Context: an optimization exercise on an open-source flow, tuned for small area and a short achievable clock period. The choices shown serve that exercise and are no tape-out recipe. RTL that was checked went through simulation tests only; none was proved equivalent to the original. No activity file was given, so power comes from the tool's default toggle rates.

## irq_ctrl_top
module irq_ctrl_top
(
    input  logic        CLOCK_50,
    input  logic        rst_n_i,
    input  logic        key_valid_i,
    input  logic [7:0]  key_code_i,
    input  logic        psel_i,
    input  logic        penable_i,
    input  logic        pwrite_i,
    input  logic [7:0]  paddr_i,
    input  logic [31:0] pwdata_i,
    output logic [31:0] prdata_o,
    output logic        pready_o,
    output logic        pslverr_o,
    output logic        irq_o
);
Size in the first run: about 89 I/O pins, about 27,000 µm² of cells after synthesis.
make LEC_CHECK=0 CAP_MARGIN=20 CORE_MARGIN=2 CORE_UTILIZATION=40 CTS_BUF_LIST='sky130_fd_sc_hd__clkbuf_4 sky130_fd_sc_hd__clkbuf_8' SLEW_MARGIN=20 finish   # period 5.5 ns
run.sh (not shown) runs the stock make flow with config.mk's settings and CLKGATE_MAP_FILE= SYNTH_SCRIPT=/design/flow/synth_recipe.tcl, a recipe that flattens the netlist after the stock synthesis.
The first run passed the timing, DRC and antenna checks.
Change:
- CTS_BUF_LIST: sky130_fd_sc_hd__clkbuf_4 sky130_fd_sc_hd__clkbuf_8 -> default
- SETUP_SLACK_MARGIN: default -> 3
Outcome: The new run produced a clean layout. Sequential power stays flat. Via count drops slightly. Worst setup slack improves by 0.51 ns. Sequential share of layout area shrinks by 2.5 points. Total power increases by a little under a tenth. Non-clock buffer count is higher by 46. Routed wire length came out higher by a few percent. Clock power grows by roughly a tenth. Maximum frequency grows by about a fifth.
Change:
- SETUP_SLACK_MARGIN: 3 -> default
Routed wire length shrinks by 3.3%.
Area after synthesis is unchanged.
Worst setup slack degrades by 0.50 ns.
Design area shrinks by 4.1%.
Hold slack degrades by 0.0070 ns.
Clock power shrinks by about 5%.
Flip-flop and latch count does not change.
Power shrinks by 5.1%.
Clock-buffer cell count shrinks by 3.
Global-route usage shrinks by 0.60 points.
No functional check of the RTL was part of any run of this note.


Another version of the RTL of irq_ctrl_top (not shown whole).
Size in the first run: ~1,900 cells after synthesis, ~0.028 mm2 of cells after synthesis.
clock: 5.5 ns
lec_check: 0
cap_margin: 20
core_margin: 2
core_utilization: 55
cts_cluster_diameter: 80
cts_cluster_size: 30
setup_slack_margin: 3.3
slew_margin: 20
standard.sh (not shown) runs the stock make flow with config.mk's settings and CLKGATE_MAP_FILE= SYNTH_SCRIPT=/design/flow/synth_recipe.tcl, a recipe that flattens the netlist after the stock synthesis.
==> flow/flow/run.sh <==
#!/bin/bash
# Standard layout, with plain buffers (not delay cells) on the ports.
set -euo pipefail
bash standard.sh "BUFFER_PORTS_ARGS=-buffer_cell sky130_fd_sc_hd__buf_2" finish > orfs_make.log 2>&1
Then changed:
Settings changed: CORE_UTILIZATION 55 to 65, SETUP_SLACK_MARGIN 3.3 to 3.35.
Outcome: Via count rose by 1.5%. Cell area fell by 0.93%. Routed wire length fell by 2.6%. Non-clock buffer count rose by 2. Worst setup slack barely changes. Total power fell by 3.4%. Flip-flop and latch count does not change. Die area fell by 15%. Combinational power stays flat. Area after synthesis does not change. Global-route usage rose by 4.0 points.
Then changed:
Settings changed: CORE_UTILIZATION 65 to 60, SETUP_SLACK_MARGIN 3.35 to 3.25.
Result:
- synthesized area is unchanged
- count of clock-buffer cells in the layout stays the same
- wire length climbs slightly
- global-route usage came out lower by 2.2 points
- die area rises by a little under a tenth
- design area is lower slightly
Then changed:
Settings changed: CORE_UTILIZATION 60 to 65, SETUP_SLACK_MARGIN 3.25 to 3.3, TNS_END_PERCENT set to 5.
What happened: Fmax is lower by 4.4%; design area is lower by 1.4%; setup slack got worse by 100 ps; total power is lower by 1.5%; global-route usage is higher by 1.7 points; clock skew hardly moves; final cell count is lower by 2.7%; synthesized area does not change; clock power is lower by about 4%; hold slack improved by 13 ps.
Then changed:
Settings changed: CORE_UTILIZATION 65 to 62, TNS_END_PERCENT 5 to not set.
Via count came out higher by about 0.33%.
Final cell count came out higher by 2.0%.
Register-to-register slack gets better by 80 ps.
Core utilization came out lower by 1.4 points.
Die area came out higher by about 5%.
Then changed:
Settings changed: CORE_UTILIZATION 62 to 65, SETUP_SLACK_MARGIN 3.3 to 3.4.
Register-to-register slack gains 80 ps.
Critical path depth drops by 7.
Clock power decreases by about 2%.

static timing again, ports no longer ideal:
No port has a modelled driver above. Below, the same layouts with a new extraction and two added sets of constraints. Step 1 (the two cells are an assumption about what drives the block):
set clk [get_ports {CLOCK_50}]
set_driving_cell -lib_cell sky130_fd_sc_hd__clkbuf_16 $clk
set_driving_cell -lib_cell sky130_fd_sc_hd__buf_2 [delete_from_list [all_inputs] $clk]
Step 2 moves the port delays by t, midway between the first and last clock arrival at a register: inputs arrive t later, outputs are due t later. That takes back most of the time a late clock gives input paths. Slacks: no drivers / after step 1 / after step 2; pairs: no drivers / after step 1.
run | t, ns | slack for setup (ns) | worst slew at a driven data input, ns
the first run of note 1 | 0.734 | 1.642 / 1.642 / 1.642 | 0.06
the second run of note 1 | 0.661 | 2.151 / 2.151 / 2.094 | 0.08
the third run of note 1 | 0.635 | 1.653 / 1.653 / 1.653 | 0.05
the first run of note 2 | 0.641 | 3.263 / 3.258 / 2.655 | 0.22
the second run of note 2 | 0.668 | 3.263 / 3.224 / 2.666 | 0.08
the third run of note 2 | 0.682 | 3.268 / 3.208 / 2.652 | 0.11
the fourth run of note 2 | 0.683 | 3.164 / 3.121 / 2.534 | 0.07
the fifth run of note 2 | 0.673 | 3.246 / 3.227 / 2.681 | 0.05
the sixth run of note 2 | 0.675 | 3.272 / 3.213 / 2.736 | 0.12
After both steps every run listed still meets setup and hold. The setup slack of the fourth run of note 2, which loses most, moves by -0.043 ns with the drivers and by -0.630 ns with both steps.
